Source: an optimization exercise on an open RTL-to-GDS flow (aim: a short achievable clock period and few clock cycles). Production flows keep margins and buffers that such runs may drop. Only simulation tests tie the RTL to the original design; equivalence was not proved. No activity file was given, so power comes from the tool's default toggle rates.

==> run a: inputs <==
// pipelineCore
module pipelineCore (
	input  logic clk,
	input  logic reset,
	input  logic memStall,  
	input  logic [32-1:0] imemData,
	input  logic [32-1:0] dmemRdata,
	output logic [16-1:0] imemAddr,
	output logic imemValid,
	output logic dmemValid,
	output logic dmemWrite,  
	output logic [16-1:0] dmemAddr,
	output logic [32-1:0] dmemWdata,
	output logic [3:0] dmemByteEn
);
clock: 7.0 ns
lec_check: 0
cap_margin: 20
core_margin: 2
core_utilization: 35
place_density: 0.55
setup_slack_margin: 4
slew_margin: 20
standard.sh (not shown) runs the stock make flow with config.mk's settings and CLKGATE_MAP_FILE= SYNTH_SCRIPT=/design/flow/synth_recipe.tcl, a recipe that flattens the netlist after the stock synthesis.
==> flow/flow/run.sh <==
#!/bin/bash
# Own flow: the standard layout (standard.sh) with one change in
# synthesis: ABC maps with a tight delay target (flow/abc_delay.script)
# instead of ORFS's abc_speed script, so paths below the critical one are not
# traded for area. Registers are inferred and mapped exactly as in the
# standard synthesis; only the combinational mapping differs.
set -euo pipefail
W=$(pwd)
cat > "$W/flow_synth.tcl" <<EOT
proc abc {args} {
  set i [lsearch \$args -script]
  if {\$i >= 0} {
    set args [lreplace \$args [expr {\$i + 1}] [expr {\$i + 1}] $W/flow/abc_delay.script]
  }
  puts "flow: abc with script $W/flow/abc_delay.script"

  yosys abc {*}\$args
}
source $W/synth_recipe.tcl
EOT
sed "s|SYNTH_SCRIPT=[^ ]*|SYNTH_SCRIPT=$W/flow_synth.tcl|" "$W/standard.sh" > "$W/flow_standard.sh"
grep -q "SYNTH_SCRIPT=$W/flow_synth.tcl" "$W/flow_standard.sh"
bash "$W/flow_standard.sh" "$@" > "$W/flow_make.log" 2>&1
==> flow/flow/abc_delay.script <==
strash
balance
dch
map -D 500 -p
topo
buffer -c
topo
stime -c
upsize -c
dnsize -c
==> inputs of run b, as changes to run a <==
--- a/flow/design.v
+++ b/flow/design.v
@@ -22,15 +22,15 @@
 	typedef struct packed {
 		logic valid;
 		logic predTaken;  
 		logic [16-1:0] seqPc;  
 		logic [16-1:0] brPc;  
 		logic [8-1:0] bhtIdx;
 		logic [32-1:0] rfA;  
-		logic [32-1:0] src2Hot;  
+		logic [32-1:0] rfB;  
 		logic [5-1:0] rd;
 		logic [5-1:0] rs1;
 		logic [5-1:0] src2;  
 		logic writesRd;  
 		logic isAluI;
 		logic isLoad;
 		logic isStore;
@@ -114,39 +114,37 @@
 endmodule
 `timescale 1ns/1ps
 module fetchStage (
 	input  logic clk,
 	input  logic reset,
 	input  logic memStall,
 	input  logic stall,  
-	input  logic mispredict,  
+	input  logic taken,  
+	input  logic redirT,  
+	input  logic redirN,
 	input  logic [16-1:0] target,
-	input  logic redirQ,  
-	input  logic [16-1:0] redirPc,
 	input  logic [32-1:0] imemData,
 	input  logic exWrite,  
 	input  logic [5-1:0] exRd,
 	input  logic [32-1:1] wbHot,  
 	input  logic wbEn,
 	input  logic [5-1:0] wbRd,
 	input  logic [32-1:0] wbData,
 	input  logic [32-1:1][32-1:0] regFile,
 	input  logic [32-1:0] heldA,  
+	input  logic [32-1:0] heldB,
 	input  logic bhtWrite,  
 	input  logic [15:0] bhtWRow,  
 	input  logic [15:0] bhtWCol,
 	input  logic bhtWTaken,
 	output logic [16-1:0] imemAddr,
 	output logic imemValid,
 	output corePkg::ifIdT ifId
 );
 	logic [16-1:0] pc;
-	logic [16-1:0] pcEff;  
-	logic [16-1:0] fetchPc;  
-	logic [16-1:0] immPlus4;
 	logic [32-1:0] fetchWord;  
 	logic [16-1:0] pcPlus4;
 	logic [16-1:0] brTarget;
 	logic [16-1:0] immPc;
 	logic predTaken;
 	logic [15:0][15:0] bhtValid;
 	logic [15:0][15:0] bhtTaken;
@@ -154,81 +152,84 @@
 	logic [15:0] colHot;
 	logic [15:0] rowValid;
 	logic [15:0] rowTaken;
 	logic hitValid;
 	logic hitTaken;
 	logic lastTaken;
 	logic [8-1:0] prevIdx;  
+	logic [16-1:0] pcNorm;  
+	logic validNorm;
 	logic [32-1:1][32-1:0] rfNext;  
 	logic [5:0] opcode;
 	logic [5-1:0] rdField;
 	logic [5-1:0] rs1Field;
 	logic [5-1:0] src2;
 	logic [3:0] fn;
 	logic isAlu, isAluI, isLoad, isStore, isBranch, isJump, usesAlu;
 	corePkg::ifIdT dec;
 	logic [32-1:0] rs1Hot;
 	logic [32-1:0] rs2Hot;
 	logic [32-1:0] rdHot;
 	logic [32-1:0] rfA;
 	logic [32-1:0] src2Hot;
+	logic [32-1:0] rfB;
 	logic srcRd;  
 	assign fetchWord = {imemData[7:0], imemData[15:8], imemData[23:16], imemData[31:24]};
-	assign pcEff = redirQ ? redirPc : pc;
-	assign imemAddr = fetchPc;
+	assign imemAddr = pc;
 	assign opcode = fetchWord[31:26];
 	assign rdField = fetchWord[25:21];
 	assign rs1Field = fetchWord[20:16];
 	assign fn = fetchWord[3:0];
 	assign isAlu = opcode == corePkg::OP_ALU;
 	assign isAluI = opcode == corePkg::OP_ALUI;
 	assign isLoad = opcode == corePkg::OP_LOAD;
 	assign isStore = opcode == corePkg::OP_STORE;
 	assign isBranch = opcode == corePkg::OP_BRANCH;
 	assign isJump = opcode == corePkg::OP_JUMP;
 	assign usesAlu = isAlu || isAluI || isBranch;
-	assign srcRd = opcode[5] || opcode[2];
+	assign srcRd = isStore || isBranch;
 	assign src2 = srcRd ? rdField : fetchWord[15:11];
 	always_comb begin
 		for (int i = 0; i < 32; i++) begin
 			rs1Hot[i] = rs1Field == 5'(i);
 			rs2Hot[i] = fetchWord[15:11] == 5'(i);
 			rdHot[i] = rdField == 5'(i);
 		end
 		rfA = '0;
+		rfB = '0;
 		for (int i = 0; i < 32; i++)
 			src2Hot[i] = srcRd ? rdHot[i] : rs2Hot[i];  
 		for (int i = 1; i < 32; i++) begin
 			rfNext[i] = wbHot[i] ? wbData : regFile[i];
 			rfA = rfA | ({32{rs1Hot[i]}} & rfNext[i]);
+			rfB = rfB | ({32{src2Hot[i]}} & rfNext[i]);
 		end
 	end
 	always_comb begin
 		for (int r = 0; r < 16; r++) begin
 			rowValid[r] = |(colHot & bhtValid[r]);
 			rowTaken[r] = |(colHot & bhtTaken[r]);
 		end
 	end
 	assign hitValid = |(rowHot & rowValid);
 	assign hitTaken = |(rowHot & rowTaken);
 	assign lastTaken = hitValid ? hitTaken : fetchWord[15];
 	assign predTaken = isJump || (isBranch && lastTaken);
 	assign immPc = {{(16-12){fetchWord[15]}}, fetchWord[15:4]};
-	ksAdder #(.W(16)) u_pcPlus4 (.a(pcEff), .b(16'(4)), .cin(1'b0), .sum(pcPlus4));
-	assign immPlus4 = immPc + 16'(4);
-	ksAdder #(.W(16)) u_brTarget (.a(pcEff), .b(immPlus4), .cin(1'b0), .sum(brTarget));
+	ksAdder #(.W(16)) u_pcPlus4 (.a(pc), .b(16'(4)), .cin(1'b0), .sum(pcPlus4));
+	ksAdder #(.W(16)) u_brTarget (.a(pcPlus4), .b(immPc), .cin(1'b0), .sum(brTarget));
 	always_comb begin
 		dec = '0;
 		dec.valid = 1'b1;
 		dec.predTaken = predTaken;
 		dec.seqPc = pcPlus4;
 		dec.brPc = brTarget;
 		dec.bhtIdx = prevIdx;
 		dec.rfA = rfA;
-		dec.src2Hot = src2Hot;
+		dec.rfB = rfB;
 		dec.rd = rdField;
 		dec.rs1 = rs1Field;
 		dec.src2 = src2;
 		dec.writesRd = (isAlu || isAluI || isLoad) && rdField != '0;
 		dec.isAluI = isAluI;
 		dec.isLoad = isLoad;
 		dec.isStore = isStore;
@@ -269,57 +270,56 @@
 		dec.imm = {{(32-12){fetchWord[15]}}, fetchWord[15:4]};
 		dec.fwdA = ifId.writesRd && ifId.rd == rs1Field;
 		dec.fwdB = ifId.writesRd && ifId.rd == src2 && !isAluI;
 		dec.fwdS = ifId.writesRd && ifId.rd == src2;
 		dec.bypA = exWrite && exRd == rs1Field;
 		dec.bypB = exWrite && exRd == src2;
 	end
-	always_ff @(posedge clk) begin
-		if (reset)
-			fetchPc <= 16'(512);
-		else if (!memStall)
-			fetchPc <= mispredict ? target : (stall ? pcEff : (predTaken ? brTarget : pcPlus4));
+	always_comb begin
+		pcNorm = stall ? pc : (predTaken ? brTarget : pcPlus4);
+		validNorm = stall ? ifId.valid : 1'b1;
 	end
 	always_ff @(posedge clk) begin
 		if (reset) begin
 			pc <= 16'(512);
 			imemValid <= 1'b0;
 			ifId.valid <= 1'b0;
 		end else begin
 			imemValid <= 1'b1;
 			if (!memStall) begin
-				if (!stall) begin
-					pc <= predTaken ? brTarget : pcPlus4;
-					ifId.valid <= 1'b1;
+				if (taken) begin
+					pc <= redirT ? target : pcNorm;
+					ifId.valid <= !redirT && validNorm;  
 				end else begin
-					pc <= pcEff;
+					pc <= redirN ? target : pcNorm;
+					ifId.valid <= !redirN && validNorm;
 				end
 			end
 		end
 	end
 	always_ff @(posedge clk) begin
 		if (reset) begin
 			rowHot <= 16'(1);
 			colHot <= 16'(1);
 			prevIdx <= '0;
 		end else if (!memStall && !stall) begin
-			rowHot <= 16'(1) << pcEff[9:6];
-			colHot <= 16'(1) << pcEff[5:2];
-			prevIdx <= pcEff[9:2];
+			rowHot <= 16'(1) << pc[9:6];
+			colHot <= 16'(1) << pc[5:2];
+			prevIdx <= pc[9:2];
 		end
 	end
 	always_ff @(posedge clk) begin
 		if (!memStall) begin
 			if (!stall) begin
 				ifId.predTaken <= dec.predTaken;
 				ifId.seqPc <= dec.seqPc;
 				ifId.brPc <= dec.brPc;
 				ifId.bhtIdx <= dec.bhtIdx;
 				ifId.rfA <= dec.rfA;
-				ifId.src2Hot <= dec.src2Hot;
+				ifId.rfB <= dec.rfB;
 				ifId.rd <= dec.rd;
 				ifId.rs1 <= dec.rs1;
 				ifId.src2 <= dec.src2;
 				ifId.writesRd <= dec.writesRd;
 				ifId.isAluI <= dec.isAluI;
 				ifId.isLoad <= dec.isLoad;
 				ifId.isStore <= dec.isStore;
@@ -341,14 +341,15 @@
 				ifId.bypA <= dec.bypA;
 				ifId.bypB <= dec.bypB;
 			end else begin
 				ifId.fwdA <= 1'b0;
 				ifId.fwdB <= 1'b0;
 				ifId.fwdS <= 1'b0;
 				ifId.rfA <= heldA;
+				ifId.rfB <= heldB;
 				ifId.bypA <= exWrite && exRd == ifId.rs1;
 				ifId.bypB <= exWrite && exRd == ifId.src2;
 			end
 		end
 	end
 	always_ff @(posedge clk) begin
 		for (int r = 0; r < 16; r++)
@@ -366,47 +367,45 @@
 	end
 endmodule
 `timescale 1ns/1ps
 module decodeStage (
 	input  logic clk,
 	input  logic reset,
 	input  logic memStall,
-	input  logic drop,  
+	input  logic taken,  
+	input  logic killT,  
+	input  logic killN,
 	input  corePkg::ifIdT ifId,
 	input  logic exWrite,  
 	input  logic [32-1:0] exResult,  
 	input  logic [32-1:1] wbHot,  
 	input  logic wbEn,
 	input  logic [5-1:0] wbRd,
 	input  logic [32-1:0] wbData,
 	output logic [32-1:1][32-1:0] regFile,
 	output logic [32-1:0] rdata1,  
 	output logic [32-1:0] rdata2,
 	output logic stall,  
 	output corePkg::idExT idEx,
 	output corePkg::operandsT ops
 );
-	logic [32-1:0] rf2;
 	logic [32-1:0] valA;
 	logic [32-1:0] valB;
 	logic [32-1:0] valS;
 	logic [16-1:0] addr;
 	logic fwdA, fwdB, fwdS;
-	logic idValid;
+	logic liveT;
+	logic liveN;
 	logic live;  
-	assign idValid = ifId.valid && !drop;
-	assign stall = idValid && (ifId.isLoad || ifId.isStore) && ifId.fwdA && exWrite;
-	assign live = idValid && !stall;
+	assign stall = ifId.valid && (ifId.isLoad || ifId.isStore) && ifId.fwdA && exWrite;
+	assign liveT = ifId.valid && !killT && !stall;
+	assign liveN = ifId.valid && !killN && !stall;
+	assign live = taken ? liveT : liveN;
 	assign rdata1 = ifId.bypA ? wbData : ifId.rfA;
-	always_comb begin
-		rf2 = '0;
-		for (int i = 1; i < 32; i++)
-			rf2 = rf2 | ({32{ifId.src2Hot[i]}} & (wbHot[i] ? wbData : regFile[i]));
-	end
-	assign rdata2 = rf2;
+	assign rdata2 = ifId.bypB ? wbData : ifId.rfB;
 	assign fwdA = ifId.fwdA && exWrite;
 	assign fwdB = ifId.fwdB && exWrite;
 	assign fwdS = ifId.fwdS && exWrite;
 	assign valA = fwdA ? exResult : rdata1;
 	assign valB = fwdB ? exResult : (ifId.isAluI ? ifId.imm : rdata2);
 	assign valS = fwdS ? exResult : rdata2;
 	logic [16-1:0] addrRf;
@@ -483,22 +482,20 @@
 	input  logic reset,
 	input  logic memStall,
 	input  corePkg::idExT idEx,
 	input  corePkg::operandsT ops,
 	input  logic [32-1:0] loadData,  
 	input  logic decodeSeq,  
 	output logic [32-1:0] result,  
-	output logic exWrite,  
-	output logic exMemValid,  
-	output logic exStore,  
 	output logic taken,  
-	output logic mispredict,  
+	output logic redirT,  
+	output logic redirN,
+	output logic killT,  
+	output logic killN,
 	output logic [16-1:0] target,
-	output logic redirQ,  
-	output logic [16-1:0] redirPc,
 	output logic [32-1:1] wbHot,
 	output logic wbEn,
 	output logic [5-1:0] wbRd,
 	output logic [32-1:0] wbData,
 	output logic bhtWrite,  
 	output logic [15:0] bhtWRow,  
 	output logic [15:0] bhtWCol,
@@ -507,20 +504,14 @@
 	logic [32-1:0] diff;
 	logic [32-1:0] sum;
 	logic [32-1:0] shl;
 	logic [32-1:0] shr;
 	logic geq;
 	logic equal;
 	logic [32-1:0] aluResult;
-	logic redirT;  
-	logic redirN;
-	logic killT;  
-	logic killN;
-	logic squash;  
-	logic exBranch;
 	ksAdder #(.W(32)) u_sum (.a(ops.addA), .b(ops.addB), .cin(1'b0), .sum(sum));
 	ksAdder #(.W(32)) u_diff (.a(ops.subA), .b(~ops.subB), .cin(1'b1), .sum(diff));
 	always_comb begin
 		logic [32-1:0] gt;
 		logic [32-1:0] eqb;
 		gt = ops.subA & ~ops.subB;
 		eqb = ~(ops.subA ^ ops.subB);
@@ -565,70 +556,52 @@
 			(idEx.sel.orr && (ops.brA[0] || ops.brB[0])) ||
 			(idEx.sel.andd && ops.brA[0] && ops.brB[0]) ||
 			(idEx.sel.sll && ops.brA[0] && ops.brB[4:0] == 5'd0) ||
 			((idEx.sel.srl || idEx.sel.sra) && ops.brA[ops.brB[4:0]]) ||
 			(idEx.sel.ge && brGeq) || (idEx.sel.lt && !brGeq) ||
 			(idEx.sel.eq && brEq) || (idEx.sel.ne && !brEq);
 	end
-	assign exWrite = idEx.regWrite && !squash;
-	assign exMemValid = idEx.memValid && !squash;
-	assign exStore = idEx.store && !squash;
-	assign exBranch = idEx.branch && !squash;
+	assign target = idEx.altPc;
 	always_comb begin
 		logic check;
-		check = exBranch && !idEx.brNoop;
+		check = idEx.branch && !idEx.brNoop;
 		killT = check && !idEx.predTaken;
 		redirT = killT && !(idEx.brSkip1 && decodeSeq);
 		killN = check && idEx.predTaken;
 		redirN = killN;
 	end
-	assign mispredict = taken ? redirT : redirN;
-	assign target = idEx.altPc;
-	always_ff @(posedge clk) begin
-		if (reset) begin
-			redirQ <= 1'b0;
-			squash <= 1'b0;
-		end else if (!memStall) begin
-			redirQ <= mispredict;
-			squash <= taken ? killT : killN;
-		end
-	end
-	always_ff @(posedge clk) begin
-		if (!memStall)
-			redirPc <= target;
-	end
 	always_ff @(posedge clk) begin
 		if (reset) begin
 			bhtWrite <= 1'b0;
 		end else begin
-			bhtWrite <= exBranch && !memStall;
+			bhtWrite <= idEx.branch && !memStall;
 		end
 	end
 	always_ff @(posedge clk) begin
 		bhtWRow <= 16'(1) << idEx.bhtIdx[7:4];
 		bhtWCol <= 16'(1) << idEx.bhtIdx[3:0];
 		bhtWTaken <= taken;
 	end
 	always_ff @(posedge clk) begin
 		if (reset) begin
 			wbEn <= 1'b0;
 			wbHot <= '0;
 		end else if (!memStall) begin
-			wbEn <= exWrite;
+			wbEn <= idEx.regWrite;
 			for (int i = 1; i < 32; i++)
-				wbHot[i] <= exWrite && idEx.rd == 5'(i);
+				wbHot[i] <= idEx.regWrite && idEx.rd == 5'(i);
 		end
 	end
 	always_ff @(posedge clk) begin
 		if (!memStall) begin
 			wbRd <= idEx.rd;
 		end
 	end
 	always_ff @(posedge clk) begin
-		if (!memStall && exWrite)
+		if (!memStall && idEx.regWrite)
 			wbData <= result;
 	end
 endmodule
 `timescale 1ns/1ps
 module memoryStage (
 	input  logic memValid,
 	input  logic store,
@@ -672,61 +645,57 @@
 	output logic [32-1:0] dmemWdata,
 	output logic [3:0] dmemByteEn
 );
 	corePkg::ifIdT ifId;
 	corePkg::idExT idEx;
 	corePkg::operandsT ops;
 	logic [32-1:0] exResult;
-	logic exWrite;
-	logic exMemValid;
-	logic exStore;
 	logic taken;
-	logic mispredict;
-	logic [16-1:0] target;
-	logic redirQ;
-	logic [16-1:0] redirPc;
+	logic redirT;
+	logic redirN;
+	logic killT;
+	logic killN;
 	logic stall;
 	logic bhtWrite;
 	logic [15:0] bhtWRow;
 	logic [15:0] bhtWCol;
 	logic bhtWTaken;
+	logic [16-1:0] target;
 	logic [32-1:0] loadData;
 	logic wbEn;
 	logic [32-1:1] wbHot;
 	logic [5-1:0] wbRd;
 	logic [32-1:0] wbData;
 	logic [32-1:1][32-1:0] regFile;
 	logic [32-1:0] rdata1;
 	logic [32-1:0] rdata2;
 	fetchStage u_fetchStage (
 		.clk(clk), .reset(reset), .memStall(memStall), .stall(stall),
-		.mispredict(mispredict), .target(target),
-		.redirQ(redirQ), .redirPc(redirPc), .imemData(imemData),
-		.exWrite(exWrite), .exRd(idEx.rd),
+		.taken(taken), .redirT(redirT), .redirN(redirN), .target(target), .imemData(imemData),
+		.exWrite(idEx.regWrite), .exRd(idEx.rd),
 		.wbHot(wbHot), .wbEn(wbEn), .wbRd(wbRd), .wbData(wbData), .regFile(regFile),
-		.heldA(rdata1),
+		.heldA(rdata1), .heldB(rdata2),
 		.bhtWrite(bhtWrite), .bhtWRow(bhtWRow), .bhtWCol(bhtWCol), .bhtWTaken(bhtWTaken),
 		.imemAddr(imemAddr), .imemValid(imemValid), .ifId(ifId)
 	);
 	decodeStage u_decodeStage (
-		.clk(clk), .reset(reset), .memStall(memStall), .drop(redirQ),
-		.ifId(ifId), .exWrite(exWrite), .exResult(exResult),
+		.clk(clk), .reset(reset), .memStall(memStall), .taken(taken), .killT(killT), .killN(killN),
+		.ifId(ifId), .exWrite(idEx.regWrite), .exResult(exResult),
 		.wbHot(wbHot), .wbEn(wbEn), .wbRd(wbRd), .wbData(wbData), .regFile(regFile),
 		.rdata1(rdata1), .rdata2(rdata2), .stall(stall), .idEx(idEx), .ops(ops)
 	);
 	executeStage u_executeStage (
 		.clk(clk), .reset(reset), .memStall(memStall), .idEx(idEx), .ops(ops),
-		.loadData(loadData), .decodeSeq(ifId.valid && !redirQ && !ifId.predTaken && !stall),
+		.loadData(loadData), .decodeSeq(ifId.valid && !ifId.predTaken && !stall),
 		.result(exResult),
-		.exWrite(exWrite), .exMemValid(exMemValid), .exStore(exStore),
-		.taken(taken), .mispredict(mispredict), .target(target),
-		.redirQ(redirQ), .redirPc(redirPc),
+		.taken(taken), .redirT(redirT), .redirN(redirN), .killT(killT), .killN(killN),
+		.target(target),
 		.wbHot(wbHot), .wbEn(wbEn), .wbRd(wbRd), .wbData(wbData),
 		.bhtWrite(bhtWrite), .bhtWRow(bhtWRow), .bhtWCol(bhtWCol), .bhtWTaken(bhtWTaken)
 	);
 	memoryStage u_memoryStage (
-		.memValid(exMemValid), .store(exStore), .byteEn(idEx.byteEn), .width(idEx.width),
+		.memValid(idEx.memValid), .store(idEx.store), .byteEn(idEx.byteEn), .width(idEx.width),
 		.memAddr(idEx.addr), .storeData(ops.stData), .dmemRdata(dmemRdata),
 		.dmemValid(dmemValid), .dmemWrite(dmemWrite), .dmemAddr(dmemAddr),
 		.dmemWdata(dmemWdata), .dmemByteEn(dmemByteEn), .loadData(loadData)
 	);
 endmodule
==> impl_metrics.yaml <==
power:
  seq-power_mw: 14.3
final_layout:
  multi_input_area_sq_um: 53500
  fillCellCount: 28200
  nets: 10400
run_status:
  status: "no timing/DRC/antenna violations"
detailed_routing:
  drt_wl_total_mm: 535
placement:
  hpwl_mm: 340
sta:
  period_share_pct: 48.9
# the run above: run a

==> impl_metrics.yaml <==
power:
  seq-power_mw: 14.1
grt:
  grt_pass1_vias: 94400
run_status:
  status: "no timing/DRC/antenna violations"
placement:
  hpwl_mm: 325
sta:
  period_share_pct: 50.8
final_layout:
  fillCellCount: 28100
  multi_input_area_sq_um: 57100
detailed_routing:
  drt_wl_total_mm: 573
worst_setup_path:
  crit_chain: "buf_2 > nand2b_4 > nor3_4 > buf_6 > nand2_8 > nand2_8 > buf_12 > nand2_4 > nand2_8 > buf_12 > nand4_4 > buf_4 > nor3_1 > nor4_1 > a41oi_1"
# the run above: run b

Testbench counts of run a, summed over its fixed seeds: cycles 82,133.
Testbench counts of run b, summed over its fixed seeds: cycles 82,133.

port drivers added, routing unchanged:
The results above use ideal ports. As a check the final layouts listed here were re-extracted and re-timed, cells and wires unchanged. Step 1 sets driving cells, clkbuf_16 on the clock port and buf_2 on the other inputs (assumed; they add their load-dependent delay and slew). Step 2 moves the port delays by t, midway between the first and last clock arrival at a register: inputs arrive t later, outputs are due t later. That takes back most of the time a late clock gives input paths. a / b / c = no drivers / after step 1 / after step 2; a / b = the first two.
| run | t (ns) | setup WS [ns] | latest minus earliest clock arrival (ns) | worst register clock-pin slew, ns | worst data-port slew with drivers (ns) |
|---|---|---|---|---|---|
| run a | 0.996 | 3.577 / 3.577 / 2.914 | 0.073 / 0.073 | 0.07 / 0.07 | 0.15 |
| run b | 1.020 | 3.447 / 3.483 / 2.463 | 0.094 / 0.094 | 0.07 / 0.07 | 0.14 |
After both steps setup and hold are still met in every run listed. The setup slack of run b, which loses most, moves by +0.036 ns with the drivers and by -0.984 ns with both steps.
